Background: an optimization exercise with open tools, aiming at small area, a short achievable clock period and few clock cycles per item. Do not read the settings as production practice.
At most, simulation tests tie the RTL to the original design; equivalence was not proved.
For runs 4 and 5, only the layout was checked, not whether the RTL still works.

**flow/run.sh**
```bash
#!/bin/bash
# Standard layout, with repair_timing aiming below the design's period.
set -o pipefail
export SETUP_SLACK_MARGIN=6.9
bash standard.sh > standard.log 2>&1
```
**standard.sh**
```bash
#!/bin/bash
# synth_recipe.tcl (not shown) runs the flow's synth.tcl, then flattens the netlist and writes it again
# the make line also repeats each setting of config.mk as NAME=value (left out here)
make -C /OpenROAD-flow-scripts/flow DESIGN_CONFIG=/design/flow/config.mk WORK_HOME=/design/flow/orfs CLKGATE_MAP_FILE= SYNTH_SCRIPT=/design/flow/synth_recipe.tcl "${@:-finish}"
```
**config.mk**
```make
export PLATFORM = sky130hd
export DESIGN_NAME = keyframe_tangent_unit
export DESIGN_NICKNAME = keyframe_tangent_unit
export VERILOG_FILES = /design/flow/design.v
export SDC_FILE = /design/flow/constraint.sdc
export NUM_CORES = 4
export LEC_CHECK = 0
export CAP_MARGIN = 20
export CORE_MARGIN = 2
export CORE_UTILIZATION = 40
export PLACE_DENSITY = 0.6
export SLEW_MARGIN = 20
```
**constraint.sdc**
```tcl
create_clock -name core_clock -period 11.0 [get_ports {clock}]
set_input_delay 2.2000 -clock core_clock [delete_from_list [all_inputs] [get_ports {clock}]]
set_output_delay 2.2000 -clock core_clock [all_outputs]
set_load 0.01 [all_outputs]
```
**design.v**
```verilog
`timescale 1ns / 1ps
`default_nettype none
package kft_pkg;
   localparam logic [1:0] MODE_SMOOTH = 2'd0;
   localparam logic [1:0] MODE_LINEAR = 2'd1;
   localparam logic [1:0] MODE_CONST  = 2'd2;
   localparam logic [31:0] TAN_INF = 32'h7FFF_FFFF;
endpackage
`default_nettype wire
`timescale 1ns / 1ps
`default_nettype none
module kft_absdiff
(
   input  wire logic [31:0] f,
   input  wire logic [31:0] s,
   output logic [31:0]      mag,
   output logic             neg,
   output logic             zero
);
   logic [32:0] x, y, p, g, gp, pp, c0, c1, sum0, sum1;
   always_comb begin
      x = {f[31], f};
      y = ~{s[31], s};
      p = x ^ y;
      g = x & y;
      gp = g;
      pp = p;
      for (int l = 0; l < 6; l++) begin
         for (int i = 0; i < 33; i++) begin
            if (((i >> l) & 1) == 1) begin
               gp[i] = gp[i] | (pp[i] & gp[((i >> l) << l) - 1]);
               pp[i] = pp[i] & pp[((i >> l) << l) - 1];
            end
         end
      end
      c0 = {gp[31:0], 1'b0};
      c1 = {gp[31:0] | pp[31:0], 1'b1};
      sum0 = p ^ c0;
      sum1 = p ^ c1;
      neg = sum1[32];
      mag = neg ? ~sum0[31:0] : sum1[31:0];
      zero = pp[32];
   end
endmodule
`default_nettype wire
`timescale 1ns / 1ps
`default_nettype none
module kft_divstep4
(
   input  wire logic [31:0] rem,
   input  wire logic [31:0] quo,
   input  wire logic [31:0] den,
   input  wire logic [33:0] den3,
   output logic             can_skip,
   output logic             can_skipb,
   output logic [1:0]       digit,
   output logic [31:0]      rem_step,
   output logic [31:0]      quo_step,
   output logic [31:0]      rem_skip,
   output logic [31:0]      quo_skip,
   output logic [31:0]      rem_skipb,
   output logic [31:0]      quo_skipb
);
   logic [31:0] lead;    
   logic [31:0] mask, maskb;
   logic [33:0] t;
   logic [34:0] d1, d2, d3;
   logic        ge1, ge2, ge3;
   kft_add #(.W(35)) u_s1 (.a({1'b0, rem, quo[31:30]}), .b(~{3'b000, den}), .cin(1'b1), .sum(d1));
   kft_add #(.W(35)) u_s2 (.a({1'b0, rem, quo[31:30]}), .b(~{2'b00, den, 1'b0}), .cin(1'b1), .sum(d2));
   kft_add #(.W(35)) u_s3 (.a({1'b0, rem, quo[31:30]}), .b(~{1'b0, den3}), .cin(1'b1), .sum(d3));
   always_comb begin
      lead[31] = den[31];
      for (int j = 30; j >= 0; j--) begin
         lead[j] = lead[j + 1] | den[j];
      end
      for (int i = 0; i < 32; i++) begin
         mask[i] = (i + 5 <= 31) ? ~lead[(i + 5 <= 31) ? i + 5 : 31] : 1'b1;
      end
      can_skip = lead[4] && ~|(rem & mask);
      for (int i = 0; i < 32; i++) begin
         maskb[i] = (i + 15 <= 31) ? ~lead[(i + 15 <= 31) ? i + 15 : 31] : 1'b1;
      end
      can_skipb = lead[14] && ~|(rem & maskb);
      t = {rem, quo[31:30]};
      ge1 = ~d1[34];
      ge2 = ~d2[34];
      ge3 = ~d3[34];
      if (ge3) begin
         digit = 2'd3;
         rem_step = d3[31:0];
      end else if (ge2) begin
         digit = 2'd2;
         rem_step = d2[31:0];
      end else if (ge1) begin
         digit = 2'd1;
         rem_step = d1[31:0];
      end else begin
         digit = 2'd0;
         rem_step = t[31:0];
      end
      quo_step = {quo[29:0], digit};
      rem_skip = {rem[27:0], quo[31:28]};
      quo_skip = {quo[27:0], 4'd0};
      rem_skipb = {rem[17:0], quo[31:18]};
      quo_skipb = {quo[17:0], 14'd0};
   end
endmodule
`default_nettype wire
`timescale 1ns / 1ps
`default_nettype none
module kft_add
#(
   parameter int W = 35
)
(
   input  wire logic [W-1:0] a,
   input  wire logic [W-1:0] b,
   input  wire logic         cin,
   output logic [W-1:0]      sum
);
   logic [W-1:0] p, g, gp, pp;
   always_comb begin
      p = a ^ b;
      g = a & b;
      gp = g;
      pp = p;
      gp[0] = g[0] | (p[0] & cin);
      for (int l = 0; l < $clog2(W); l++) begin
         for (int i = 0; i < W; i++) begin
            if (((i >> l) & 1) == 1) begin
               gp[i] = gp[i] | (pp[i] & gp[((i >> l) << l) - 1]);
               pp[i] = pp[i] & pp[((i >> l) << l) - 1];
            end
         end
      end
      sum = p ^ {gp[W-2:0], cin};
   end
endmodule
`default_nettype wire
`timescale 1ns / 1ps
`default_nettype none
module keyframe_tangent_unit
#(
   parameter int FRAC_BITS = 16
)
(
   input  wire logic        clock,
   input  wire logic        reset,
   input  wire logic        csr_wen,
   input  wire logic [1:0]  csr_wdata,    
   input  wire logic        req_tvalid,
   output logic             req_tready,
   input  wire logic [63:0] req_tdata,    
   input  wire logic        req_tlast,
   output logic             rsp_tvalid,
   input  wire logic        rsp_tready,
   output logic [63:0]      rsp_tdata,    
   output logic [9:0]       rsp_tuser,    
   output logic             rsp_tlast
);
   typedef enum logic [2:0] {S_PLAN, S_TIN, S_M2, S_M3, S_M4, S_DIV, S_FIX} state_type;
   typedef enum logic [1:0] {K_TIN, K_LIN, K_SM, K_RAT} kind_type;
   localparam logic [1:0] SEL_NK = 2'd0, SEL_KP = 2'd1, SEL_NP = 2'd2;
   logic [1:0]  mode_ff;
   logic [31:0] pt_ff, pv_ff, kt_ff, kv_ff, nt_ff, nv_ff;
   logic        hasp_ff, hask_ff, hasn_ff;
   logic [1:0]  kmode_ff, nmode_ff;
   logic        klast_ff, nlast_ff;
   logic        sx1_ff, sy1_ff, zx1_ff, zy1_ff;    
   state_type   state_ff;
   kind_type    kind_ff;
   logic [1:0]  xsel_ff, ysel_ff;
   logic [31:0] rem_ff, den_ff;
   logic [5:0]  cnt_ff;
   logic        neg_ff, first_ff, ovf_ff, dz_ff, tin0_ff;
   logic        sok_ff, al4_ff, zsm_ff;
   logic        psok_ff, pok_ff;                   
   logic        hiseg_ff;                          
   logic [31:0] odhi_ff, odlo_ff;
   logic        ov_ff, olast_ff;
   logic [1:0]  omode_ff;
   logic [31:0] xf, xs, yf, ys, xmag, ymag;
   logic        xneg, xzero, yneg, yzero;
   logic        can_skip, can_skipb, do_skipb;
   logic [1:0]  digit;
   logic [31:0] rem_step, quo_step, rem_skip, quo_skip, rem_skipb, quo_skipb;
   logic [33:0] den3_ff;
   logic        den3ok_ff;
   kft_absdiff u_x (.f(xf), .s(xs), .mag(xmag), .neg(xneg), .zero(xzero));
   kft_absdiff u_y (.f(yf), .s(ys), .mag(ymag), .neg(yneg), .zero(yzero));
   kft_divstep4 u_div (
      .rem(rem_ff), .quo(odlo_ff), .den(den_ff), .den3(den3_ff), .can_skip(can_skip),
      .can_skipb(can_skipb), .rem_skipb(rem_skipb), .quo_skipb(quo_skipb),
      .digit(digit),
      .rem_step(rem_step), .quo_step(quo_step), .rem_skip(rem_skip), .quo_skip(quo_skip)
   );
   logic        hasn_eff, ready, wr_ok, is_lin, is_const, need_tin, smooth_full, smooth_ok;
   logic [1:0]  m;
   logic        first_move, plan_go, plan_tin, plan_lin, plan_sm, plan_simple;
   logic        zero_res, adv, adv_r;
   logic        do_skip, ovf_now, div_last, rc1, rc2, dysmall;
   logic [31:0] nq;
   logic        fix_neg, fin;
   logic        den_load, stall;
   logic [33:0] den3;
   kft_add #(.W(34)) u_den3 (.a({2'b00, den_ff}), .b({1'b0, den_ff, 1'b0}), .cin(1'b0), .sum(den3));
   kft_add #(.W(32)) u_nq (.a(~odlo_ff), .b(32'd0), .cin(1'b1), .sum(nq));
   logic [31:0] tq, tin;
   always_comb begin
      hasn_eff = hasn_ff && !klast_ff;
      ready = hask_ff && (hasn_eff || klast_ff);
      wr_ok = !ov_ff || rsp_tready;
      m = hasn_eff ? nmode_ff : kmode_ff;
      is_lin = (m == kft_pkg::MODE_LINEAR);
      is_const = (m == kft_pkg::MODE_CONST);
      need_tin = is_lin && hasp_ff && !hiseg_ff;
      smooth_full = !is_lin && !is_const && hasp_ff && hasn_eff && !(pok_ff && !psok_ff);
      first_move = (state_ff == S_PLAN) && !hask_ff && hasn_ff;
      plan_go = (state_ff == S_PLAN) && ready && wr_ok;
      plan_tin = plan_go && need_tin;
      plan_lin = plan_go && !need_tin && is_lin && hasn_eff;
      plan_sm = plan_go && !need_tin && smooth_full;
      plan_simple = plan_go && !need_tin && !(is_lin && hasn_eff) && !smooth_full;
      zero_res = ((state_ff == S_M2) && !sok_ff) || ((state_ff == S_M3) && dz_ff) ||
                 ((state_ff == S_M4) && zsm_ff);
      adv = plan_simple || plan_lin || zero_res || ((state_ff == S_M4) && !zsm_ff);
      adv_r = ((state_ff == S_PLAN) && ready && !ov_ff && !need_tin && !smooth_full) ||
              zero_res || ((state_ff == S_M4) && !zsm_ff);
      xf = (xsel_ff == SEL_KP) ? kt_ff : nt_ff;
      xs = (xsel_ff == SEL_NK) ? kt_ff : pt_ff;
      yf = (ysel_ff == SEL_KP) ? kv_ff : nv_ff;
      ys = (ysel_ff == SEL_NK) ? kv_ff : pv_ff;
      smooth_ok = !zx1_ff && !zy1_ff && !xzero && !yzero && ((sx1_ff ^ sy1_ff) == (xneg ^ yneg));
      do_skipb = can_skipb && (cnt_ff >= 6'd16);
      do_skip = do_skipb || (can_skip && (cnt_ff >= 6'd6));
      stall = !do_skip && !den3ok_ff;
      ovf_now = first_ff && digit[1] && !do_skip && !stall;
      div_last = ovf_ff || (!do_skip && !stall && (cnt_ff == 6'd2));
      fix_neg = neg_ff && !dz_ff && !ovf_ff && (kind_ff != K_RAT);
      if (state_ff == S_FIX) begin
         tq = nq;
      end else if (dz_ff) begin
         tq = 32'd0;
      end else if (ovf_ff) begin
         tq = neg_ff ? 32'h8000_0000 : kft_pkg::TAN_INF;
      end else begin
         tq = {odlo_ff[29:0], digit};
      end
      tin = tin0_ff ? 32'd0 : odhi_ff;
      fin = ((state_ff == S_DIV) && div_last && !fix_neg && (kind_ff != K_RAT)) ||
            (state_ff == S_FIX);
      dysmall = (den_ff[31:2] == 30'd0) && (den_ff[1:0] != 2'b11);
      rc1 = (digit == 2'd3);
      rc2 = (digit == 2'd0);
      den_load = ((state_ff == S_PLAN) && plan_lin) || (state_ff == S_TIN) ||
                 ((state_ff == S_M2) && sok_ff) || ((state_ff == S_M4) && !zsm_ff);
   end
   function automatic logic [63:0] align(input logic [31:0] mag, input logic x4,
                                         input logic ratio);
      if (ratio) begin
         align = {mag, 32'd0};
      end else if (x4) begin
         align = {14'd0, mag, 18'd0};
      end else begin
         align = {16'd0, mag, 16'd0};
      end
   endfunction
   always_ff @(posedge clock) begin
      if (csr_wen) begin
         mode_ff <= csr_wdata;
      end
      if (ov_ff && rsp_tready) begin
         ov_ff <= 1'b0;
      end
      xsel_ff <= SEL_NK;
      ysel_ff <= SEL_NK;
      den3_ff <= den3;
      den3ok_ff <= !den_load;
      psok_ff <= smooth_ok;
      pok_ff <= ((state_ff == S_DIV) || (state_ff == S_FIX)) && hask_ff && hasp_ff && hasn_eff;
      if (plan_go && !need_tin && hasn_eff) begin
         sx1_ff <= xneg;  sy1_ff <= yneg;
         zx1_ff <= xzero; zy1_ff <= yzero;
      end
      if (plan_simple || zero_res) begin
         ov_ff <= 1'b1;
         olast_ff <= plan_simple && !hasn_eff;
         hiseg_ff <= 1'b0;
         if (plan_simple && is_const) begin
            omode_ff <= kft_pkg::MODE_CONST;
            odhi_ff <= kft_pkg::TAN_INF;
            odlo_ff <= kft_pkg::TAN_INF;
         end else if (plan_simple && is_lin) begin
            omode_ff <= kft_pkg::MODE_LINEAR;
            odhi_ff <= 32'd0;
            odlo_ff <= hasp_ff ? odhi_ff : 32'd0;
         end else begin
            omode_ff <= kft_pkg::MODE_SMOOTH;
            odhi_ff <= 32'd0;
            odlo_ff <= 32'd0;
         end
      end
      if (first_move) begin
         kt_ff <= nt_ff;  kv_ff <= nv_ff;
         kmode_ff <= nmode_ff;  klast_ff <= nlast_ff;
         hask_ff <= 1'b1;  hasp_ff <= 1'b0;  hasn_ff <= 1'b0;
      end
      if (adv) begin
         if (klast_ff) begin
            hasp_ff <= 1'b0;
            if (hasn_ff) begin
               kt_ff <= nt_ff;  kv_ff <= nv_ff;
               kmode_ff <= nmode_ff;  klast_ff <= nlast_ff;
               hasn_ff <= 1'b0;
            end else begin
               hask_ff <= 1'b0;
            end
         end else begin
            pt_ff <= kt_ff;  pv_ff <= kv_ff;
            kt_ff <= nt_ff;  kv_ff <= nv_ff;
            kmode_ff <= nmode_ff;  klast_ff <= nlast_ff;
            hasp_ff <= 1'b1;  hasn_ff <= 1'b0;
         end
      end
      unique case (state_ff)
         S_PLAN: begin
            if (plan_tin) begin
               state_ff <= S_TIN;
               xsel_ff <= SEL_KP;
               ysel_ff <= SEL_KP;
            end else if (plan_lin) begin
               {rem_ff, odlo_ff} <= align(ymag, 1'b0, 1'b0);
               den_ff <= xmag;
               dz_ff <= xzero;
               neg_ff <= xneg ^ yneg;
               cnt_ff <= 6'd32;
               first_ff <= 1'b1;
               ovf_ff <= 1'b0;
               tin0_ff <= !hasp_ff;
               kind_ff <= K_LIN;
               state_ff <= S_DIV;
            end else if (plan_sm) begin
               sok_ff <= smooth_ok;
               state_ff <= S_M2;
               xsel_ff <= SEL_NP;
               ysel_ff <= SEL_NP;
            end
         end
         S_TIN: begin
            {rem_ff, odlo_ff} <= align(ymag, 1'b0, 1'b0);
            den_ff <= xmag;
            dz_ff <= xzero;
            neg_ff <= xneg ^ yneg;
            cnt_ff <= 6'd32;
            first_ff <= 1'b1;
               ovf_ff <= 1'b0;
            kind_ff <= K_TIN;
            state_ff <= S_DIV;
         end
         S_M2: begin
            if (!sok_ff) begin
               state_ff <= S_PLAN;
            end else begin
               den_ff <= ymag;
               dz_ff <= xzero || yzero;
               state_ff <= S_M3;
               ysel_ff <= SEL_KP;
            end
         end
         S_M3: begin
            if (dz_ff) begin
               state_ff <= S_PLAN;
            end else begin
               {rem_ff, odlo_ff} <= align(ymag, 1'b0, 1'b1);
               dz_ff <= 1'b0;
               cnt_ff <= 6'd2;
               first_ff <= 1'b1;
               ovf_ff <= 1'b0;
               kind_ff <= K_RAT;
               state_ff <= S_DIV;
            end
         end
         S_M4: begin
            if (!zsm_ff) begin
               {rem_ff, odlo_ff} <= align(ymag, al4_ff, 1'b0);
               den_ff <= xmag;
               dz_ff <= 1'b0;
               neg_ff <= xneg ^ yneg;
               cnt_ff <= 6'd32;
               first_ff <= 1'b1;
               ovf_ff <= 1'b0;
               kind_ff <= K_SM;
               state_ff <= S_DIV;
            end else begin
               state_ff <= S_PLAN;
            end
         end
         S_DIV: begin
            if (ovf_now) begin
               ovf_ff <= 1'b1;
            end
            if (do_skipb) begin
               first_ff <= 1'b0;
               rem_ff <= rem_skipb;
               odlo_ff <= quo_skipb;
               cnt_ff <= cnt_ff - 6'd14;
            end else if (do_skip) begin
               first_ff <= 1'b0;
               rem_ff <= rem_skip;
               odlo_ff <= quo_skip;
               cnt_ff <= cnt_ff - 6'd4;
            end else if (!stall) begin
               first_ff <= 1'b0;
               rem_ff <= rem_step;
               odlo_ff <= quo_step;
               cnt_ff <= cnt_ff - 6'd2;
            end
            if (div_last && fix_neg) begin
               state_ff <= S_FIX;
            end
            if (div_last && (kind_ff == K_RAT)) begin
               zsm_ff <= rc2 && dysmall;
               al4_ff <= !(rc1 && dysmall) && (rc1 || rc2);
               xsel_ff <= SEL_NP;
               ysel_ff <= rc1 ? (dysmall ? SEL_NP : SEL_NK) : (rc2 ? SEL_KP : SEL_NP);
               state_ff <= S_M4;
            end
         end
         S_FIX: begin
            state_ff <= S_PLAN;
         end
         default: state_ff <= S_PLAN;
      endcase
      if (fin) begin
         state_ff <= S_PLAN;
         unique case (kind_ff)
            K_TIN: begin
               odhi_ff <= tq;
               hiseg_ff <= 1'b1;
            end
            K_LIN: begin
               ov_ff <= 1'b1;
               omode_ff <= kft_pkg::MODE_LINEAR;
               olast_ff <= 1'b0;
               odhi_ff <= tq;
               odlo_ff <= tin;
               hiseg_ff <= 1'b1;
            end
            default: begin
               ov_ff <= 1'b1;
               omode_ff <= kft_pkg::MODE_SMOOTH;
               olast_ff <= 1'b0;
               odhi_ff <= tq;
               odlo_ff <= tq;
               hiseg_ff <= 1'b0;
            end
         endcase
      end
      if (req_tvalid && req_tready) begin
         nt_ff <= req_tdata[31:0];
         nv_ff <= req_tdata[63:32];
         nmode_ff <= mode_ff;
         nlast_ff <= req_tlast;
         hasn_ff <= 1'b1;
      end
      if (reset) begin
         mode_ff <= kft_pkg::MODE_SMOOTH;
         hasp_ff <= 1'b0;
         hask_ff <= 1'b0;
         hasn_ff <= 1'b0;
         ov_ff <= 1'b0;
         hiseg_ff <= 1'b0;
         state_ff <= S_PLAN;
         xsel_ff <= SEL_NK;
         ysel_ff <= SEL_NK;
      end
   end
   always_comb begin
      req_tready = !hasn_ff || adv_r || first_move;
      rsp_tvalid = ov_ff;
      rsp_tdata = {odhi_ff, odlo_ff};
      rsp_tlast = olast_ff;
      unique case (omode_ff)
         kft_pkg::MODE_LINEAR: rsp_tuser = {4'd2, 4'd2, 1'b1, 1'b0};
         kft_pkg::MODE_CONST:  rsp_tuser = {4'd3, 4'd3, 1'b1, 1'b1};
         default:              rsp_tuser = {4'd4, 4'd4, 1'b1, 1'b0};
      endcase
   end
endmodule
`default_nettype wire
```
==> results of run 1 <==
## logic make-up (layout without fill, tap and decap cells)
kind of cell | after synthesis | after routing | share of synthesized area [%]
compound gates | 928 | 930 | 20.6
other cells | 2 | 3 | 0.0250
fa+ha+maj | 252 | 252 | 11.2
mux | 204 | 204 | 7.12
buf+inv | 331 | 705 | 4.29
flops | 399 | 399 | 37.1
xor+xnor | 168 | 168 | 4.93
simple gates | 881 | 883 | 14.7
## what timing repair did
item | 4_1_cts | 5_1_grt
pin swaps | 95 | 89
cloned | 17 | 2
gates resized for setup | 369 | 217
setup buffers | 147 | 92
setup endpoints to repair | 386 | 290
## cell type report
| type | count | area [um^2] |
|---|---|---|
| clock buffers | 72 | 1400 |
| clock inverters | 22 | 290 |
| fillers | 6430 | 34800 |
| inverters | 165 | 648 |
| multi-input cells | 2440 | 20100 |
| flip-flops and latches | 399 | 11200 |
| well taps | 969 | 1210 |
| repair buffers | 444 | 4730 |
| repair inverters | 2 | 18.8 |
## layer usage
| layer | wire (um) | share of wire, % |
|---|---|---|
| met5 | 0 | 0 |
| met4 | 7160 | 6.0 |
| met3 | 11700 | 9.9 |
| met2 | 52700 | 44 |
| met1 | 47200 | 40 |
## through the flow
| stage | worst slack [ns] | cell area [um^2] | cells | hold WS, ns |
|---|---|---|---|---|
| CTS | 6.35 | 37800 | 4418 | 0.438 |
| global placement | 4.74 | 32700 | 4160 | 0.419 |
| finish | 6.30 | 39500 | 4513 | 0.435 |
| global route | 6.20 | 39500 | 4513 | 0.449 |
| floorplan | 5.97 | 30400 | 3166 | 0.408 |
| detailed placement | 4.64 | 32700 | 4160 | 0.420 |
## critical path, stage by stage, from the launching register on
cell       delay, ns
dfxtp_4         0.37
buf_4           0.15
nor2b_4         0.20
buf_6           0.14
buf_4           0.15
mux2_2          0.35
ha_1            0.41
o21ai_0         0.14
o21bai_1        0.16
a31o_4          0.25
a2111oi_4       0.28
buf_4           0.20
a21oi_4         0.06
buf_12          0.16
buf_12          0.13
buf_16          0.13
mux2i_2         0.21
xor2_1          0.26
buf_6           0.20
o22ai_1         0.09
or3_1           0.37
## path summary, 6_finish.rpt
path / cells after the start / start / to / slack, ns
max: 20 / ysel_ff[0]$_SDFF_PP0_ / rem_ff[1]$_DFFE_PP_ / 6.30
min: 0 / mode_ff[0]$_SDFFE_PP0P_ / nmode_ff[0]$_DFFE_PP_ / 0.44
max reg2reg: 20 / ysel_ff[0]$_SDFF_PP0_ / rem_ff[1]$_DFFE_PP_ / 6.30
min reg2reg: 0 / mode_ff[0]$_SDFFE_PP0P_ / nmode_ff[0]$_DFFE_PP_ / 0.44
## cells in the final DEF (no fill, tap or decap), types with 55 or more instances in the layout
cell type | netlist | layout
inv_1 | 163 | 154
and2_1 | 85 | 79
buf_4 | 8 | 174
ha_1 | 224 | 197
edfxtp_1 | 313 | 313
nor2_1 | 214 | 187
nand3_1 | 68 | 59
buf_6 | 1 | 67
xnor2_1 | 93 | 76
xor2_1 | 74 | 65
o21ai_0 | 204 | 162
mux2_2 | 76 | 64
a21oi_1 | 201 | 175
nand2_1 | 187 | 169
dfxtp_1 | 86 | 72
nor3_1 | 92 | 82
a21o_1 | 57 | 55
nand2b_1 | 59 | 55
clkdlybuf4s50_1 | 0 | 139
mux2i_1 | 128 | 96
==> flow_metrics.env, run 1 <==
export IMPL_grt_overflow=0
export IMPL_avgRoutedWirePerCell_um=26.3
export IMPL_die_h_um=278
export IMPL_core_area_um2=74300
export IMPL_row_count=100
export IMPL_drt_wl_total_um=119000
export IMPL_synth_seq_cells=399
export IMPL_synth_top_cell_area_share_pct=31.3
export IMPL_portBuffers=145
export IMPL_min_path_type="flip-flop to flip-flop"
export IMPL_final_core_util_pct=53.2
export IMPL_avgSynthCellArea_um2=9.48
export IMPL_endpoint_kind="flip-flop"
export IMPL_cts_sinks=399
export IMPL_grtUsageMet3_pct=5.35
export IMPL_diodes=0
export IMPL_maxCapViolCount=0
export IMPL_period_share_pct=42.7
export IMPL_async_reset_ff_share_pct=0
export IMPL_clk_latency_ns=0.64
export IMPL_antenna_found_initial=0
export IMPL_cts_buffers_inserted=50
export IMPL_layout_drive_gt1_share_pct=23.2
export IMPL_die_area_um2=77200
export IMPL_routabilityCongestion=0.990
export IMPL_htree_levels=2
export IMPL_cts_buffer_depth=3
export IMPL_via_count=28200
export IMPL_synth_edf_count=313
export IMPL_grt_pass1_wl_um=170000
export IMPL_worstSetupStartpointType="flip-flop"
export IMPL_crit_path_max_fanout=5
export IMPL_yosys_warnings=6
export IMPL_syn_inst=3165
export IMPL_pin_count=149
export IMPL_yosysSeqAreaShare_pct=37.1
export IMPL_finalSetupTns_ns=0
export IMPL_grt_max_degree=59
export IMPL_hold_buffers=0
export IMPL_grt_busiest_layer="met2"
export IMPL_synth_ff_type="edfxtp_1"
export IMPL_dp_hpwl_um=75200
export IMPL_tightest_slew_ns=1.32
export IMPL_tritoncts="yes"
export IMPL_root_buffer="clkbuf_16"
export IMPL_grt_pass1_vias=26500
export IMPL_drt_vias_per_instance=6.25
export IMPL_status="complete, no violations"
export IMPL_grtUsageMet1_pct=38.4
export IMPL_grt_setup_unrepaired="yes"
export IMPL_nets=3826
export IMPL_path_clk_slew_ns=0.06
export IMPL_grtUsageTotal_pct=28.8
export IMPL_finalHoldViolCount=0
export IMPL_areaGrowthSynthToFinish_pct=31.7
export IMPL_first_pass_iters=9
export IMPL_synth_most_common_cell="edfxtp_1"
export IMPL_fin_worst_skew_ns=0.0518
export IMPL_die_w_um=278
export IMPL_fmax_ghz=0.213
export IMPL_gr_usage_met2_pct=44.8
export IMPL_synth_largest_area_cell="edfxtp_1"
export IMPL_postRouteAntennaNets=0
export IMPL_syn_cell_area_um2=30000
export IMPL_drt_iter0_markers=3525
export IMPL_drc=0
export IMPL_required_ns=11.37
export IMPL_period_needed_ns=4.70
export IMPL_initial_core_util_pct=40.4
export IMPL_drv_slew=0
export IMPL_cp_arrival_ns=5.07
export IMPL_synth_distinct_cells=94
export IMPL_yosys_top_cells_area="edfxtp_1, ha_1, dfxtp_1, mux2i_1, o21ai_0"
export IMPL_critPathKind="flip-flop to flip-flop"
export IMPL_maxSlewHeadroom_pct=11.9
export IMPL_final_setup_viol_count=0
export IMPL_synth_commonest_cells="edfxtp_1, ha_1, nor2_1"
Testbench counts, summed over its fixed seeds: cycles 52,702, items 8,035.
==> inputs of run 2 (changes only) <==
==> flow/run.sh (replaced) <==
#!/bin/bash
# Standard layout, with repair_timing aiming below the design's period.
set -o pipefail
export SETUP_SLACK_MARGIN=6.6
bash standard.sh > standard.log 2>&1
==> flow_metrics.env, run 2 <==
export IMPL_row_count=100
export IMPL_status="complete, no violations"
export IMPL_synthXorXnorAreaFrac_pct=4.93
export IMPL_path_clk_slew_ns=0.06
export IMPL_synth_ff_type="edfxtp_1"
export IMPL_period_needed_ns=4.61
export IMPL_syn_cell_area_um2=30000
export IMPL_r2r_end="rem_ff[1]$_DFFE_PP_"
export IMPL_fmax_ghz=0.217
export IMPL_tritoncts="yes"
export IMPL_synth_distinct_cells=94
export IMPL_instances_no_fill=4408
export IMPL_synth_top_family_by_area="compound AO/OA/AOI/OAI gates"
export IMPL_dp_hpwl_um=76700
export IMPL_hold_start="mode_ff[0]$_SDFFE_PP0P_"
export IMPL_portBuffers=145
export IMPL_die_area_um2=77200
export IMPL_maxCapViolCount=0
export IMPL_grt_overflow=0
export IMPL_synth_simple_area_share_pct=14.7
export IMPL_mostFrequentLayoutCell="edfxtp_1"
export IMPL_finalHoldViolCount=0
export IMPL_nets=3726
export IMPL_final_setup_viol_count=0
export IMPL_grt_max_degree=69
export IMPL_fin_worst_skew_ns=0.0272
export IMPL_synth_mux_area_share_pct=7.12
export IMPL_required_ns=8.80
export IMPL_synth_edf_count=313
export IMPL_cp_arrival_ns=2.41
export IMPL_cts_buffers_inserted=48
export IMPL_tightest_slew_ns=1.16
export IMPL_reg2reg_depth=18
export IMPL_drv_slew=0
export IMPL_drt_iter0_markers=3422
export IMPL_period_share_pct=41.9
export IMPL_synth_top_cell_area_share_pct=31.3
export IMPL_finalSetupTns_ns=0
export IMPL_avgRoutedWirePerCell_um=25.6
export IMPL_grtUsageTotal_pct=27.9
export IMPL_grt_pass1_wl_um=166000
export IMPL_core_area_um2=74300
export IMPL_root_buffer="clkbuf_16"
export IMPL_worstSetupStartpointType="flip-flop"
export IMPL_drt_vias_per_instance=6.24
export IMPL_synth_fa_ha_area_share_pct=11.2
export IMPL_placedCellCount=4158
export IMPL_die_h_um=278
export IMPL_yosys_top_cells_area="edfxtp_1, ha_1, dfxtp_1, mux2i_1, o21ai_0"
export IMPL_layout_cells_most_common_list="edfxtp_1, ha_1, nor2_1, a21oi_1, o21ai_0"
export IMPL_synth_compound_gate_area_share_pct=20.6
export IMPL_hold_buffers=0
export IMPL_grt_setup_unrepaired="yes"
export IMPL_diodes=0
export IMPL_routabilityCongestion=1.03
export IMPL_min_path_type="flip-flop to flip-flop"
export IMPL_grt_pass1_vias=25800
export IMPL_die_w_um=278
export IMPL_async_reset_ff_share_pct=0
export IMPL_yosys_warnings=6
export IMPL_hold_path_end="nmode_ff[0]$_DFFE_PP_"
export IMPL_hold_depth=0
export IMPL_synth_commonest_cells="edfxtp_1, ha_1, nor2_1"
export IMPL_synth_most_common_cell="edfxtp_1"
export IMPL_yosysSeqAreaShare_pct=37.1
export IMPL_areaGrowthSynthToFinish_pct=23.7
export IMPL_crit_path_max_fanout=5
export IMPL_first_pass_iters=8
export IMPL_clk_latency_ns=0.63
export IMPL_via_count=27500
export IMPL_endpoint_kind="output pin"
export IMPL_postRouteAntennaNets=0
export IMPL_drt_wl_total_um=113000
export IMPL_reg2reg_setup_slack_ns=6.59
export IMPL_r2r_start="ysel_ff[1]$_SDFF_PP0_"
export IMPL_pin_count=149
export IMPL_antenna_found_initial=1
export IMPL_drc=0
export IMPL_maxSlewHeadroom_pct=22.2
export IMPL_synth_largest_area_cell="edfxtp_1"
export IMPL_cts_buffer_depth=3
export IMPL_fillers=6845
export IMPL_layout_drive_gt1_share_pct=17.3
export IMPL_syn_inst=3165
export IMPL_final_core_util_pct=49.9
export IMPL_cts_sinks=399
export IMPL_htree_levels=2
export IMPL_avgSynthCellArea_um2=9.48
export IMPL_synth_seq_cells=399
export IMPL_critPathKind="flip-flop to output pin"
export IMPL_initial_core_util_pct=40.4
[run 2: area by class of cell]
cell class,instances,area [um^2],area share [%]
multi-input cells,2441,19200,51.8
flip-flops and latches,399,11100,30.0
repair buffers,346,3410,9.19
clock buffers,60,1250,3.36
well taps,969,1210,3.27
inverters,165,646,1.74
clock inverters,27,230,0.620
repair inverters,1,7.51,0.0202
[run 2: worst max-delay path, stage by stage, from the launching register on]
cell and delay (ns):
edfxtp_1 0.40, buf_6 0.14, nor2b_4 0.13, nand2_2 0.06, nand2_2 0.07, inv_2 0.06
ha_4 0.17, nand2_4 0.08, nor2_4 0.04, nor2_2 0.14, a21boi_2 0.08, o2111ai_2 0.23
buf_2 0.19
[run 2: kinds of logic after synthesis]
group | Yosys count
flip-flops | 399
multiplexers | 204
AO/OA/AOI/OAI | 928
other | 2
buffers and inverters | 331
XOR/XNOR | 168
AND/OR/NAND/NOR | 881
adder cells (fa/ha/maj) | 252
[run 2: worst max-delay path by stage]
stage	startpoint	to	slack (ns)	cells past startpoint
6_report	flip-flop	req_tready	6.39	12
5_1_grt	flip-flop	req_tready	6.27	12
4_1_cts	flip-flop	req_tready	6.40	10
3_5_place_dp	rsp_tready	flip-flop	4.69	10
3_3_place_gp	rsp_tready	flip-flop	4.85	10
2_1_floorplan	rsp_tready	flip-flop	5.97	8
[run 2: repair_timing]
action	in CTS	in global routing
gates cloned	8	5
gates resized for setup	208	147
setup buffers	94	56
pin swaps	36	59
setup endpoints to repair	270	269
[run 2: metal layers]
metal / global-route usage, % / vias to the layer above / routed length (um)
li1: - / 12300 / -
met1: 37.9 / 13300 / 46400
met2: 43.5 / 1504 / 50200
met3: 5.66 / 343 / 11000
met4: 11.3 / 2 / 5390
met5: 0 / - / 12
[run 2: through the flow]
step                worst slack, ns  instance area [um^2]  hold WS, ns
CTS                            6.40                 35900        0.448
floorplan                      5.97                 30100        0.408
finish                         6.39                 37100        0.441
global placement               4.85                 32500        0.423
detailed placement             4.69                 32500        0.434
global route                   6.27                 37100        0.467
==> inputs of run 3 (changes only) <==
==> flow/run.sh (replaced) <==
#!/bin/bash
# Standard layout, with repair_timing aiming below the design's period.
set -o pipefail
export SETUP_SLACK_MARGIN=6
bash standard.sh > standard.log 2>&1
==> flow_metrics.env, run 3 <==
export IMPL_grt_pass1_vias=24900
export IMPL_required_ns=11.36
export IMPL_grt_pass1_wl_um=160000
export IMPL_finalSetupTns_ns=0
export IMPL_synth_ff_type="edfxtp_1"
export IMPL_hold_depth=0
export IMPL_syn_cell_area_um2=30000
export IMPL_reg2reg_setup_slack_ns=6.15
export IMPL_synth_most_common_cell="edfxtp_1"
export IMPL_cp_arrival_ns=5.21
export IMPL_r2r_start="odlo_ff[30]$_DFF_P_"
export IMPL_worstSetupStartpointType="flip-flop"
export IMPL_drc=0
export IMPL_tritoncts="yes"
export IMPL_synth_edf_count=313
export IMPL_row_count=100
export IMPL_synth_top_cell_area_share_pct=31.3
export IMPL_grt_setup_unrepaired="yes"
export IMPL_instances_no_fill=4286
export IMPL_avgRoutedWirePerCell_um=25.1
export IMPL_maxCapViolCount=0
export IMPL_maxSlewHeadroom_pct=28.0
export IMPL_root_buffer="clkbuf_16"
export IMPL_drv_slew=0
export IMPL_portBuffers=145
export IMPL_placedCellCount=4156
export IMPL_synth_commonest_cells="edfxtp_1, ha_1, nor2_1"
export IMPL_routabilityCongestion=1.01
export IMPL_reg2reg_depth=17
export IMPL_drt_wl_total_um=107000
export IMPL_drt_vias_per_instance=6.17
export IMPL_die_h_um=278
export IMPL_pin_count=149
export IMPL_via_count=26400
export IMPL_die_w_um=278
export IMPL_synth_seq_cells=399
export IMPL_htree_levels=2
export IMPL_hold_start="mode_ff[0]$_SDFFE_PP0P_"
export IMPL_core_area_um2=74300
export IMPL_crit_path_max_fanout=15
export IMPL_tightest_slew_ns=1.08
export IMPL_hold_path_end="nmode_ff[0]$_DFFE_PP_"
export IMPL_synth_largest_area_cell="edfxtp_1"
export IMPL_grt_overflow=0
export IMPL_drt_iter0_markers=3104
export IMPL_endpoint_kind="flip-flop"
export IMPL_syn_inst=3165
export IMPL_fin_worst_skew_ns=0.0550
export IMPL_antenna_found_initial=0
export IMPL_finalHoldViolCount=0
export IMPL_mostFrequentLayoutCell="edfxtp_1"
export IMPL_yosys_warnings=6
export IMPL_clk_latency_ns=0.63
export IMPL_layout_drive_gt1_share_pct=10.5
export IMPL_status="complete, no violations"
export IMPL_grt_max_degree=70
export IMPL_cts_sinks=399
export IMPL_grtUsageTotal_pct=27.0
export IMPL_cts_buffer_depth=3
export IMPL_fmax_ghz=0.206
export IMPL_nets=3603
export IMPL_avgSynthCellArea_um2=9.48
export IMPL_final_setup_viol_count=0
export IMPL_path_clk_slew_ns=0.07
export IMPL_cts_buffers_inserted=48
export IMPL_period_needed_ns=4.85
export IMPL_initial_core_util_pct=40.4
export IMPL_layout_cells_most_common_list="edfxtp_1, ha_1, nor2_1, a21oi_1, o21ai_0"
export IMPL_fin_ws_ns=6.15
export IMPL_postRouteAntennaNets=0
export IMPL_areaGrowthSynthToFinish_pct=15.6
export IMPL_diodes=0
export IMPL_period_share_pct=44.1
export IMPL_synth_distinct_cells=94
export IMPL_die_area_um2=77200
export IMPL_place_ws_ns=4.80
export IMPL_r2r_end="rem_ff[15]$_DFFE_PP_"
export IMPL_hold_buffers=0
export IMPL_critPathKind="flip-flop to flip-flop"
export IMPL_yosys_top_cells_area="edfxtp_1, ha_1, dfxtp_1, mux2i_1, o21ai_0"
export IMPL_async_reset_ff_share_pct=0
export IMPL_first_pass_iters=6
export IMPL_yosysSeqAreaShare_pct=37.1
export IMPL_min_path_type="flip-flop to flip-flop"
export IMPL_dp_hpwl_um=77100
run 3: kinds of logic after synthesis:
kind of cell | Yosys count | share of synthesized area, %
compound gates | 928 | 20.6
xor+xnor | 168 | 4.93
fa+ha+maj | 252 | 11.2
buf+inv | 331 | 4.29
flops | 399 | 37.1
mux | 204 | 7.12
other cells | 2 | 0.0250
simple gates | 881 | 14.7
run 3: routing by layer:
metal  vias to the layer above  track usage, %  share of wire (%)
met3                       274            5.35                8.9
met5                         -               0                  0
li1                      12100               -                  -
met4                         0            10.1                4.0
met2                      1325            42.5                 45
met1                     12700            36.8                 42
run 3: how the worst max path moves through the flow:
stage	slack [ns]	cells after the start	endpoint	startpoint
global placement	4.88	14	odlo_ff[0]$_DFF_P_	rsp_tready
global route	5.91	15	rem_ff[9]$_DFFE_PP_	ysel_ff[0]$_SDFF_PP0_
floorplan	5.97	8	flip-flop	rsp_tready
CTS	6.01	11	req_tready	hasn_ff$_SDFF_PP0_
finish	6.15	17	rem_ff[15]$_DFFE_PP_	odlo_ff[30]$_DFF_P_
detailed placement	4.80	14	odlo_ff[0]$_DFF_P_	rsp_tready
run 3: what timing repair did:
action | 4_1_cts | 5_1_grt
gates cloned | 6 | 0
gates resized for setup | 53 | 39
endpoints found under the hold margin | 0 | 0
setup endpoints to repair | 191 | 198
setup buffers | 28 | 8
pin swaps | 7 | 6
run 3: layout make-up:
| type | count | area, um^2 |
|---|---|---|
| flip-flops and latches | 399 | 11100 |
| well taps | 969 | 1210 |
| inverters | 165 | 627 |
| fillers | 7130 | 39600 |
| repair buffers | 223 | 2090 |
| clock inverters | 32 | 260 |
| clock buffers | 56 | 1240 |
| multi-input cells | 2441 | 18100 |
| repair inverters | 1 | 7.51 |
run 3: stage by stage:
step / util, % / hold slack [ns] / cell area [um^2]
finish: 46.7 / 0.432 / 34700
global route: 46.7 / 0.451 / 34700
CTS: 46.4 / 0.437 / 34500
detailed placement: 43.7 / 0.423 / 32500
global placement: 43.7 / 0.418 / 32500
floorplan: - / 0.408 / 30100
run 3: critical path, stage by stage (launching register included):
cell	delay (ns)
dfxtp_1	0.35
inv_1	0.16
ha_1	0.17
inv_1	0.05
fa_1	0.49
a211oi_2	0.25
o21ai_1	0.10
buf_4	0.16
a2111o_1	0.47
nand3_1	0.22
a21oi_1	0.19
o32ai_4	0.31
buf_6	0.27
o21ai_1	0.21
buf_4	0.29
or3_1	0.35
and3_1	0.21
a211o_1	0.28
==> inputs of run 4 (changes only) <==
--- a/design.v
+++ b/design.v
@@ -181,2 +181,4 @@
    logic        ov_ff, olast_ff;
+   logic [1:0]  fcnt_ff;
+   logic [2:0]  fq0_ff, fq1_ff;                   
    logic [1:0]  omode_ff;
@@ -201,2 +203,6 @@
    logic        zero_res, adv, adv_r;
+   logic        space, od_idle, od_idle_r, plan_base, m3_go, m4_go, push, pop;
+   logic        div_pend, ahead_ff;
+   logic [2:0]  fq_in;
+   localparam logic [1:0] R_ZERO = 2'd0, R_CONST = 2'd1, R_LINT = 2'd2, R_LIN0 = 2'd3;
    logic        do_skip, ovf_now, div_last, rc1, rc2, dysmall;
@@ -213,2 +219,5 @@
       wr_ok = !ov_ff || rsp_tready;
+      space = (fcnt_ff != 2'd2) || (!ov_ff && !div_pend);
+      od_idle = (fcnt_ff == 2'd0) && wr_ok;
+      od_idle_r = (fcnt_ff == 2'd0) && !ov_ff;
       m = hasn_eff ? nmode_ff : kmode_ff;
@@ -219,12 +228,27 @@
       first_move = (state_ff == S_PLAN) && !hask_ff && hasn_ff;
-      plan_go = (state_ff == S_PLAN) && ready && wr_ok;
-      plan_tin = plan_go && need_tin;
-      plan_lin = plan_go && !need_tin && is_lin && hasn_eff;
-      plan_sm = plan_go && !need_tin && smooth_full;
-      plan_simple = plan_go && !need_tin && !(is_lin && hasn_eff) && !smooth_full;
+      div_pend = ((state_ff == S_DIV) || (state_ff == S_FIX)) &&
+                 ((kind_ff == K_LIN) || (kind_ff == K_SM));
+      plan_base = ((state_ff == S_PLAN) || div_pend) && ready;
+      plan_tin = (state_ff == S_PLAN) && plan_base && need_tin && od_idle;
+      plan_lin = (state_ff == S_PLAN) && plan_base && !need_tin && is_lin && hasn_eff && od_idle;
+      plan_sm = (state_ff == S_PLAN) && plan_base && !need_tin && smooth_full && space;
+      plan_simple = plan_base && !need_tin && !(is_lin && hasn_eff) && !smooth_full && space;
+      plan_go = plan_lin || plan_sm || plan_simple;
       zero_res = ((state_ff == S_M2) && !sok_ff) || ((state_ff == S_M3) && dz_ff) ||
                  ((state_ff == S_M4) && zsm_ff);
-      adv = plan_simple || plan_lin || zero_res || ((state_ff == S_M4) && !zsm_ff);
-      adv_r = ((state_ff == S_PLAN) && ready && !ov_ff && !need_tin && !smooth_full) ||
-              zero_res || ((state_ff == S_M4) && !zsm_ff);
+      m3_go = (state_ff == S_M3) && !dz_ff && od_idle;
+      m4_go = (state_ff == S_M4) && !zsm_ff && od_idle;
+      adv = plan_simple || plan_lin || zero_res || m4_go;
+      adv_r = (plan_base && !need_tin && !smooth_full &&
+               ((is_lin && hasn_eff) ? ((state_ff == S_PLAN) && od_idle_r) : space)) ||
+              zero_res || ((state_ff == S_M4) && !zsm_ff && od_idle_r);
+      push = plan_simple || zero_res;
+      if (plan_simple && is_const) begin
+         fq_in = {!hasn_eff, R_CONST};
+      end else if (plan_simple && is_lin) begin
+         fq_in = {!hasn_eff, hasp_ff ? R_LINT : R_LIN0};
+      end else begin
+         fq_in = {plan_simple && !hasn_eff, R_ZERO};
+      end
+      pop = (fcnt_ff != 2'd0) && wr_ok && !div_pend;
       xf = (xsel_ff == SEL_KP) ? kt_ff : nt_ff;
@@ -255,4 +279,3 @@
       rc2 = (digit == 2'd0);
-      den_load = ((state_ff == S_PLAN) && plan_lin) || (state_ff == S_TIN) ||
-                 ((state_ff == S_M2) && sok_ff) || ((state_ff == S_M4) && !zsm_ff);
+      den_load = plan_lin || (state_ff == S_TIN) || ((state_ff == S_M2) && sok_ff) || m4_go;
    end
@@ -280,4 +303,8 @@
       psok_ff <= smooth_ok;
-      pok_ff <= ((state_ff == S_DIV) || (state_ff == S_FIX)) && hask_ff && hasp_ff && hasn_eff;
-      if (plan_go && !need_tin && hasn_eff) begin
+      pok_ff <= ((state_ff == S_DIV) || (state_ff == S_FIX)) && hask_ff && hasp_ff && hasn_eff &&
+                !adv;
+      if (push && div_pend) begin
+         ahead_ff <= 1'b1;
+      end
+      if (plan_go && hasn_eff) begin
          sx1_ff <= xneg;  sy1_ff <= yneg;
@@ -285,20 +312,50 @@
       end
-      if (plan_simple || zero_res) begin
-         ov_ff <= 1'b1;
-         olast_ff <= plan_simple && !hasn_eff;
+      if (push) begin
          hiseg_ff <= 1'b0;
-         if (plan_simple && is_const) begin
-            omode_ff <= kft_pkg::MODE_CONST;
-            odhi_ff <= kft_pkg::TAN_INF;
-            odlo_ff <= kft_pkg::TAN_INF;
-         end else if (plan_simple && is_lin) begin
-            omode_ff <= kft_pkg::MODE_LINEAR;
-            odhi_ff <= 32'd0;
-            odlo_ff <= hasp_ff ? odhi_ff : 32'd0;
-         end else begin
-            omode_ff <= kft_pkg::MODE_SMOOTH;
-            odhi_ff <= 32'd0;
-            odlo_ff <= 32'd0;
-         end
       end
+      if (pop) begin
+         ov_ff <= 1'b1;
+         olast_ff <= fq0_ff[2];
+         unique case (fq0_ff[1:0])
+            R_CONST: begin
+               omode_ff <= kft_pkg::MODE_CONST;
+               odhi_ff <= kft_pkg::TAN_INF;
+               odlo_ff <= kft_pkg::TAN_INF;
+            end
+            R_LINT: begin
+               omode_ff <= kft_pkg::MODE_LINEAR;
+               odhi_ff <= 32'd0;
+               odlo_ff <= odhi_ff;
+            end
+            R_LIN0: begin
+               omode_ff <= kft_pkg::MODE_LINEAR;
+               odhi_ff <= 32'd0;
+               odlo_ff <= 32'd0;
+            end
+            default: begin
+               omode_ff <= kft_pkg::MODE_SMOOTH;
+               odhi_ff <= 32'd0;
+               odlo_ff <= 32'd0;
+            end
+         endcase
+      end
+      unique case ({push, pop})
+         2'b10: begin
+            if (fcnt_ff == 2'd0) fq0_ff <= fq_in;
+            else fq1_ff <= fq_in;
+            fcnt_ff <= fcnt_ff + 2'd1;
+         end
+         2'b01: begin
+            fq0_ff <= fq1_ff;
+            fcnt_ff <= fcnt_ff - 2'd1;
+         end
+         2'b11: begin
+            if (fcnt_ff == 2'd1) fq0_ff <= fq_in;
+            else begin
+               fq0_ff <= fq1_ff;
+               fq1_ff <= fq_in;
+            end
+         end
+         default: ;
+      endcase
       if (first_move) begin
@@ -341,2 +398,3 @@
                kind_ff <= K_LIN;
+               ahead_ff <= 1'b0;
                state_ff <= S_DIV;
@@ -373,3 +431,3 @@
                state_ff <= S_PLAN;
-            end else begin
+            end else if (m3_go) begin
                {rem_ff, odlo_ff} <= align(ymag, 1'b0, 1'b1);
@@ -381,2 +439,4 @@
                state_ff <= S_DIV;
+            end else begin
+               ysel_ff <= SEL_KP;
             end
@@ -384,3 +444,3 @@
          S_M4: begin
-            if (!zsm_ff) begin
+            if (m4_go) begin
                {rem_ff, odlo_ff} <= align(ymag, al4_ff, 1'b0);
@@ -393,5 +453,9 @@
                kind_ff <= K_SM;
+               ahead_ff <= 1'b0;
                state_ff <= S_DIV;
-            end else begin
+            end else if (zsm_ff) begin
                state_ff <= S_PLAN;
+            end else begin
+               xsel_ff <= xsel_ff;
+               ysel_ff <= ysel_ff;
             end
@@ -447,3 +511,3 @@
                odlo_ff <= tin;
-               hiseg_ff <= 1'b1;
+               hiseg_ff <= !(ahead_ff || push);
             end
@@ -472,2 +536,3 @@
          ov_ff <= 1'b0;
+         fcnt_ff <= 2'd0;
          hiseg_ff <= 1'b0;
==> flow/run.sh (replaced) <==
#!/bin/bash
# Standard layout, with repair_timing aiming below the design's period.
set -o pipefail
export SETUP_SLACK_MARGIN=6.3
bash standard.sh > standard.log 2>&1
==> flow_metrics.env, run 4 <==
export IMPL_htree_levels=2
export IMPL_hold_buffers=0
export IMPL_critPathKind="flip-flop to output pin"
export IMPL_clk_latency_ns=0.62
export IMPL_async_reset_ff_share_pct=0
export IMPL_synth_most_common_cell="edfxtp_1"
export IMPL_cts_buffers_inserted=49
export IMPL_mostFrequentLayoutCell="edfxtp_1"
export IMPL_worst_path_stages=9
export IMPL_synth_edf_count=319
export IMPL_crit_end="req_tready"
export IMPL_path_clk_slew_ns=0.06
export IMPL_synth_commonest_cells="edfxtp_1, a21oi_1, nand2_1"
export IMPL_required_ns=8.80
export IMPL_synth_top_cell_area_share_pct=31.0
export IMPL_synth_ff_type="edfxtp_1"
export IMPL_synth_seq_cells=408
export IMPL_maxSlewHeadroom_pct=22.2
export IMPL_grt_pass1_wl_um=162000
export IMPL_routabilityCongestion=1.00
export IMPL_via_count=27000
export IMPL_synth_distinct_cells=92
export IMPL_areaGrowthSynthToFinish_pct=17.2
export IMPL_layout_drive_gt1_share_pct=11.3
export IMPL_core_area_um2=76200
export IMPL_yosys_warnings=6
export IMPL_synth_largest_area_cell="edfxtp_1"
export IMPL_status="complete, no violations"
export IMPL_drc=0
export IMPL_crit_path_max_fanout=3
export IMPL_diodes=0
export IMPL_drt_vias_per_instance=6.03
export IMPL_avgSynthCellArea_um2=9.36
export IMPL_cpPeakStageDelay_ns=0.42
export IMPL_die_area_um2=79500
export IMPL_fmax_ghz=0.196
export IMPL_dp_hpwl_um=78800
export IMPL_row_count=101
export IMPL_first_pass_iters=6
export IMPL_yosys_top_cells_area="edfxtp_1, ha_1, dfxtp_1, a21oi_1, mux2i_1"
export IMPL_fin_worst_skew_ns=0.0276
export IMPL_endpoint_kind="output pin"
export IMPL_finalSetupTns_ns=0
export IMPL_syn_inst=3302
export IMPL_avgRoutedWirePerCell_um=24.0
export IMPL_cts_buffer_depth=3
export IMPL_layout_cells_most_common_list="edfxtp_1, a21oi_1, ha_1, nand2_1, nor2_1"
export IMPL_final_setup_viol_count=0
export IMPL_slowest_stage="edfxtp_1"
export IMPL_grt_setup_unrepaired="yes"
export IMPL_period_share_pct=46.3
export IMPL_nets=3745
export IMPL_period_needed_ns=5.09
export IMPL_reg2reg_depth=12
export IMPL_die_h_um=282
export IMPL_r2r_start="den_ff[31]$_DFFE_PP_"
export IMPL_tightest_slew_ns=1.16
export IMPL_reg2reg_setup_slack_ns=6.32
export IMPL_r2r_end="rem_ff[17]$_SDFFCE_PP0P_"
export IMPL_worstSetupStartpointType="flip-flop"
export IMPL_grt_max_degree=89
export IMPL_maxCapViolCount=0
export IMPL_yosysSeqAreaShare_pct=36.8
export IMPL_tritoncts="yes"
export IMPL_drv_slew=0
export IMPL_grtUsageTotal_pct=26.6
export IMPL_drt_iter0_markers=2810
export IMPL_drt_wl_total_um=108000
export IMPL_initial_core_util_pct=40.5
export IMPL_fillers=7218
export IMPL_cp_top_family="compound AO/OA/AOI/OAI gates"
export IMPL_cts_sinks=408
export IMPL_postRouteAntennaNets=0
export IMPL_crit_buf_inv=1
export IMPL_pin_count=149
export IMPL_syn_cell_area_um2=30900
export IMPL_min_path_type="flip-flop to flip-flop"
export IMPL_path_cells="nor2b_4 > mux2_4 > ha_4 > o2111ai_4 > o2111ai_2 > a21oi_2 > a211o_2 > or3_4 > buf_6"
export IMPL_grt_overflow=0
export IMPL_die_w_um=282
export IMPL_grt_pass1_vias=25500
export IMPL_portBuffers=145
export IMPL_root_buffer="clkbuf_16"
export IMPL_antenna_found_initial=2
export IMPL_finalHoldViolCount=0
export IMPL_cp_arrival_ns=2.89
run 4: cells by family (layout without fill, tap and decap cells):
kind of cell               after synthesis  in the layout  share of synthesized area, %
buffers and inverters                  341            484                          4.32
and+or+nand+nor                        922            923                          14.7
muxes                                  195            195                          6.60
adders and majority gates              266            266                          11.5
xor gates and xnor gates               182            182                          5.16
DFF                                    408            408                          36.8
AOI/OAI and AO/OA                      986            986                          21.0
other                                    2              3                        0.0243
run 4: routing by layer:
metal	vias up	share of wire, %	GRT usage, %
met5	-	0.026	0
met4	4	3.9	9.60
met3	257	8.8	4.76
met2	1314	45	42.0
met1	12900	42	36.6
li1	12500	-	-
run 4: cell type report:
| cell class | count | area [um^2] | area share, % |
|---|---|---|---|
| sequential | 408 | 11400 | 31.4 |
| multi-input combinational | 2555 | 18900 | 52.2 |
| timing repair buffer | 234 | 2300 | 6.35 |
| tap | 1030 | 1290 | 3.56 |
| inverter | 159 | 608 | 1.68 |
| clock inverter | 26 | 369 | 1.02 |
| clock buffer | 65 | 1370 | 3.78 |
run 4: repair_timing:
action                                  4_1_cts  5_1_grt
setup buffers                                19       20
endpoints found under the setup margin      218      221
gates resized for setup                      83       56
gates cloned                                  1        1
pin swaps                                    10       12
run 4: how the worst min path moves through the flow:
stage / from / end / slack, ns / cells after the start
after detailed placement: mode_ff[1]$_SDFFE_PP0P_ / nmode_ff[1]$_DFFE_PP_ / 0.42 / 0
after global routing: mode_ff[1]$_SDFFE_PP0P_ / nmode_ff[1]$_DFFE_PP_ / 0.47 / 0
after CTS: mode_ff[1]$_SDFFE_PP0P_ / nmode_ff[1]$_DFFE_PP_ / 0.44 / 0
after floorplan: mode_ff[0]$_SDFFE_PP0P_ / nmode_ff[0]$_DFFE_PP_ / 0.41 / 0
final: mode_ff[1]$_SDFFE_PP0P_ / nmode_ff[1]$_DFFE_PP_ / 0.44 / 0
after global placement: mode_ff[1]$_SDFFE_PP0P_ / nmode_ff[1]$_DFFE_PP_ / 0.42 / 0
run 4: metrics by stage:
| step | hold slack (ns) | cell area, um^2 | std cells | util, % | worst slack, ns |
|---|---|---|---|---|---|
| final | 0.441 | 36200 | 4477 | 47.5 | 5.91 |
| after global routing | 0.471 | 36200 | 4477 | 47.5 | 5.78 |
| after CTS | 0.444 | 35700 | 4456 | 46.9 | 5.85 |
| after detailed placement | 0.424 | 33400 | 4345 | 43.9 | 5.07 |
| after global placement | 0.420 | 33400 | 4345 | 43.8 | 5.09 |
| after floorplan | 0.408 | 31000 | 3303 | - | 6.22 |
==> inputs of run 5 (changes only) <==
--- a/design.v
+++ b/design.v
@@ -181,4 +181,5 @@
    logic        ov_ff, olast_ff;
-   logic [1:0]  fcnt_ff;
-   logic [2:0]  fq0_ff, fq1_ff;                   
+   localparam int QD = 4;
+   logic [2:0]  fcnt_ff;
+   logic [2:0]  fq_ff [QD];                       
    logic [1:0]  omode_ff;
@@ -204,3 +205,3 @@
    logic        space, od_idle, od_idle_r, plan_base, m3_go, m4_go, push, pop;
-   logic        div_pend, ahead_ff;
+   logic        div_pend, ahead_ff, sm_fast;
    logic [2:0]  fq_in;
@@ -219,5 +220,5 @@
       wr_ok = !ov_ff || rsp_tready;
-      space = (fcnt_ff != 2'd2) || (!ov_ff && !div_pend);
-      od_idle = (fcnt_ff == 2'd0) && wr_ok;
-      od_idle_r = (fcnt_ff == 2'd0) && !ov_ff;
+      space = (fcnt_ff != 3'(QD)) || (!ov_ff && !div_pend);
+      od_idle = (fcnt_ff == 3'd0) && wr_ok;
+      od_idle_r = (fcnt_ff == 3'd0) && !ov_ff;
       m = hasn_eff ? nmode_ff : kmode_ff;
@@ -252,3 +253,4 @@
       end
-      pop = (fcnt_ff != 2'd0) && wr_ok && !div_pend;
+      pop = (fcnt_ff != 3'd0) && wr_ok && !div_pend;
+      sm_fast = fin && div_pend && ready && smooth_full && pok_ff && psok_ff && space;
       xf = (xsel_ff == SEL_KP) ? kt_ff : nt_ff;
@@ -317,4 +319,4 @@
          ov_ff <= 1'b1;
-         olast_ff <= fq0_ff[2];
-         unique case (fq0_ff[1:0])
+         olast_ff <= fq_ff[0][2];
+         unique case (fq_ff[0][1:0])
             R_CONST: begin
@@ -341,21 +343,15 @@
       end
-      unique case ({push, pop})
-         2'b10: begin
-            if (fcnt_ff == 2'd0) fq0_ff <= fq_in;
-            else fq1_ff <= fq_in;
-            fcnt_ff <= fcnt_ff + 2'd1;
+      for (int i = 0; i < QD; i++) begin
+         if (pop) begin
+            if (i + 1 < QD) fq_ff[i] <= fq_ff[(i + 1 < QD) ? i + 1 : i];
+            if (push && (3'(i) + 3'd1 == fcnt_ff)) fq_ff[i] <= fq_in;
+         end else if (push && (3'(i) == fcnt_ff)) begin
+            fq_ff[i] <= fq_in;
          end
-         2'b01: begin
-            fq0_ff <= fq1_ff;
-            fcnt_ff <= fcnt_ff - 2'd1;
-         end
-         2'b11: begin
-            if (fcnt_ff == 2'd1) fq0_ff <= fq_in;
-            else begin
-               fq0_ff <= fq1_ff;
-               fq1_ff <= fq_in;
-            end
-         end
-         default: ;
-      endcase
+      end
+      if (push && !pop) begin
+         fcnt_ff <= fcnt_ff + 3'd1;
+      end else if (pop && !push) begin
+         fcnt_ff <= fcnt_ff - 3'd1;
+      end
       if (first_move) begin
@@ -523,2 +519,10 @@
       end
+      if (sm_fast) begin
+         sx1_ff <= xneg;  sy1_ff <= yneg;
+         zx1_ff <= xzero; zy1_ff <= yzero;
+         sok_ff <= 1'b1;
+         state_ff <= S_M2;
+         xsel_ff <= SEL_NP;
+         ysel_ff <= SEL_NP;
+      end
       if (req_tvalid && req_tready) begin
@@ -536,3 +540,3 @@
          ov_ff <= 1'b0;
-         fcnt_ff <= 2'd0;
+         fcnt_ff <= 3'd0;
          hiseg_ff <= 1'b0;
==> flow_metrics.env, run 5 <==
export IMPL_reg2reg_setup_slack_ns=6.39
export IMPL_via_count=27000
export IMPL_cts_buffers_inserted=48
export IMPL_yosysSeqAreaShare_pct=37.0
export IMPL_yosys_top_cells_area="edfxtp_1, ha_1, dfxtp_1, a21oi_1, mux2i_1"
export IMPL_grt_pass1_wl_um=156000
export IMPL_syn_inst=3313
export IMPL_slowest_stage="edfxtp_1"
export IMPL_synth_commonest_cells="a21oi_1, edfxtp_1, nor2_1"
export IMPL_cts_sinks=415
export IMPL_reg2reg_depth=14
export IMPL_avgRoutedWirePerCell_um=23.5
export IMPL_multi_input_area_um2=19000
export IMPL_root_buffer="clkbuf_16"
export IMPL_maxSlewHeadroom_pct=30.6
export IMPL_crit_path_max_fanout=3
export IMPL_synth_ff_type="edfxtp_1"
export IMPL_drt_iter0_markers=3097
export IMPL_cpPeakStageDelay_ns=0.42
export IMPL_clk_latency_ns=0.61
export IMPL_grt_overflow=0
export IMPL_crit_top_cell="nor2b_4"
export IMPL_cp_arrival_ns=2.84
export IMPL_layout_drive_gt1_share_pct=11.8
export IMPL_cts_buffer_depth=3
export IMPL_synth_edf_count=318
export IMPL_r2r_start="den_ff[31]$_DFFE_PP_"
export IMPL_mostFrequentLayoutCell="edfxtp_1"
export IMPL_required_ns=8.80
export IMPL_grt_pass1_vias=24800
export IMPL_crit_buf_inv=2
export IMPL_synth_largest_area_cell="edfxtp_1"
export IMPL_synth_distinct_cells=102
export IMPL_drt_wl_total_um=106000
export IMPL_grt_setup_unrepaired="yes"
export IMPL_cp_top_family="simple AND/OR/NAND/NOR gates"
export IMPL_fin_worst_skew_ns=0.0236
export IMPL_tritoncts="yes"
export IMPL_antenna_found_initial=1
export IMPL_hold_depth=0
export IMPL_drv_slew=0
export IMPL_endpoint_kind="output pin"
export IMPL_period_needed_ns=5.04
export IMPL_fillers=7292
export IMPL_die_w_um=283
export IMPL_hold_start="mode_ff[0]$_SDFFE_PP0P_"
export IMPL_synth_most_common_cell="a21oi_1"
export IMPL_drt_vias_per_instance=5.99
export IMPL_grtUsageTotal_pct=25.6
export IMPL_fmax_ghz=0.199
export IMPL_core_area_um2=77200
export IMPL_final_setup_viol_count=0
export IMPL_row_count=102
export IMPL_diodes=0
export IMPL_layout_cells_most_common_list="edfxtp_1, a21oi_1, nor2_1, ha_1, nand2_1"
export IMPL_status="complete, no violations"
export IMPL_pin_count=149
export IMPL_async_reset_ff_share_pct=0
export IMPL_path_cells="nor2b_4 > buf_6 > mux2i_4 > ha_4 > nand3b_1 > nor2b_4 > o21ai_2 > or2_4 > a21oi_4 > a211oi_4 > o2111ai_2 > buf_2"
export IMPL_drc=0
export IMPL_initial_core_util_pct=40.2
export IMPL_avgSynthCellArea_um2=9.38
export IMPL_die_area_um2=79900
export IMPL_nets=3759
export IMPL_grt_max_degree=90
export IMPL_tightest_slew_ns=1.03
export IMPL_areaGrowthSynthToFinish_pct=17.2
export IMPL_hold_path_end="nmode_ff[0]$_DFFE_PP_"
export IMPL_dp_hpwl_um=76000
export IMPL_finalSetupTns_ns=0
export IMPL_worst_path_stages=12
export IMPL_ff_latch_area_um2=11500
export IMPL_synth_seq_cells=415
export IMPL_worstSetupStartpointType="flip-flop"
export IMPL_postRouteAntennaNets=0
export IMPL_portBuffers=145
export IMPL_min_path_type="flip-flop to flip-flop"
export IMPL_first_pass_iters=6
export IMPL_finalHoldViolCount=0
export IMPL_maxCapViolCount=0
export IMPL_yosys_warnings=7
export IMPL_syn_cell_area_um2=31100
export IMPL_r2r_end="odlo_ff[27]$_DFF_P_"
export IMPL_routabilityCongestion=1.01
export IMPL_period_share_pct=45.8
export IMPL_path_clk_slew_ns=0.06
export IMPL_htree_levels=2
export IMPL_critPathKind="flip-flop to output pin"
export IMPL_die_h_um=283
export IMPL_synth_top_cell_area_share_pct=30.7
run 5: cell types whose count changed after synthesis, moves of 19 or more:
| cell | previous run | this run |
|---|---|---|
| nor2_1 | 234 | 279 |
| clkbuf_1 | 147 | 125 |
| nand2_1 | 242 | 219 |
| a21oi_1 | 256 | 320 |
| xnor2_1 | 119 | 92 |
| o21ai_0 | 221 | 200 |
| or3_1 | 33 | 11 |
| xor2_1 | 63 | 85 |
| nand3_1 | 57 | 32 |
| o221ai_1 | 21 | 40 |
| nor3b_1 | 7 | 30 |
run 5: cell families (layout without fill, tap and decap cells):
group / after synthesis / after routing / synth area share, %
AO/OA/AOI/OAI: 1024 / 1025 / 21.5
AND/OR/NAND/NOR: 910 / 911 / 14.5
flip-flops: 415 / 415 / 37.0
buffers and inverters: 334 / 477 / 4.34
adder cells (fa/ha/maj): 266 / 266 / 11.4
multiplexers: 185 / 185 / 6.24
XOR/XNOR: 177 / 177 / 4.99
other: 2 / 3 / 0.0242
run 5: worst max path at each step:
stage                    start    endpoint
finish               flip-flop  req_tready
global route         flip-flop  req_tready
CTS                  flip-flop  req_tready
detailed placement   flip-flop  req_tready
global placement     flip-flop  req_tready
floorplan           rsp_tready   flip-flop
run 5: timing repair:
action / 4_1_cts / 5_1_grt
setup buffers: 16 / 28
setup endpoints to repair: 203 / 170
gates resized for setup: 90 / 82
cloned: 1 / 6
pin swaps: 11 / 22
hold buffers: 0 / 0
run 5: through the flow:
step | hold WS [ns] | worst slack, ns | instance area (um^2) | instances | utilization, %
after floorplan | 0.408 | 6.31 | 31100 | 3314 | -
after global placement | 0.420 | 5.39 | 33500 | 4359 | 43.4
after detailed placement | 0.412 | 5.27 | 33500 | 4359 | 43.4
after CTS | 0.427 | 5.87 | 35600 | 4464 | 46.2
after global routing | 0.448 | 5.83 | 36400 | 4499 | 47.2
final | 0.427 | 5.96 | 36400 | 4499 | 47.2
run 5: layout make-up:
type                            count  area share (%)
Multi-Input combinational cell   2567            52.3
Sequential cell                   415            31.6
Timing Repair Buffer              237            6.56
Clock buffer                       69            3.96
Tap cell                         1040            3.57
Inverter                          152            1.57
Clock inverter                     19           0.491
run 5: per-layer routing:
layer  routed length, um  GRT usage, %
met1               44800          35.8
met2               47100          39.9
met3               10000          4.43
met4                4010          8.93
met5                  11             0

## re-timing with driven ports
In the flow no input, the clock included, has a driving cell. The finished layouts below were timed again as built, in two steps.
Step 1, drivers: a clkbuf_16 drives clock and a buf_2 each remaining input, both assumed.
Step 2 times the ports against the registers' clock, not the clock port: input delays grow and output delays shrink by t, the midpoint of the rising clock arrivals with the driver on.
Slacks: ideal ports / drivers / drivers and shift; pairs: ideal ports / drivers.
| run | t (ns) | slack for setup (ns) | worst register clock-pin slew, ns |
|---|---|---|---|
| run 1 | 0.683 | 6.300 / 6.300 / 6.300 | 0.07 / 0.07 |
| run 2 | 0.676 | 6.388 / 6.324 / 6.028 | 0.07 / 0.07 |
| run 3 | 0.671 | 6.147 / 6.117 / 5.534 | 0.07 / 0.07 |
| run 4 | 0.664 | 5.906 / 5.846 / 5.755 | 0.06 / 0.06 |
| run 5 | 0.666 | 5.964 / 5.897 / 5.823 | 0.07 / 0.07 |
After both steps setup and hold are still met in every run listed. The setup slack of run 3, which loses most, moves by -0.030 ns with the drivers and by -0.613 ns with both steps.
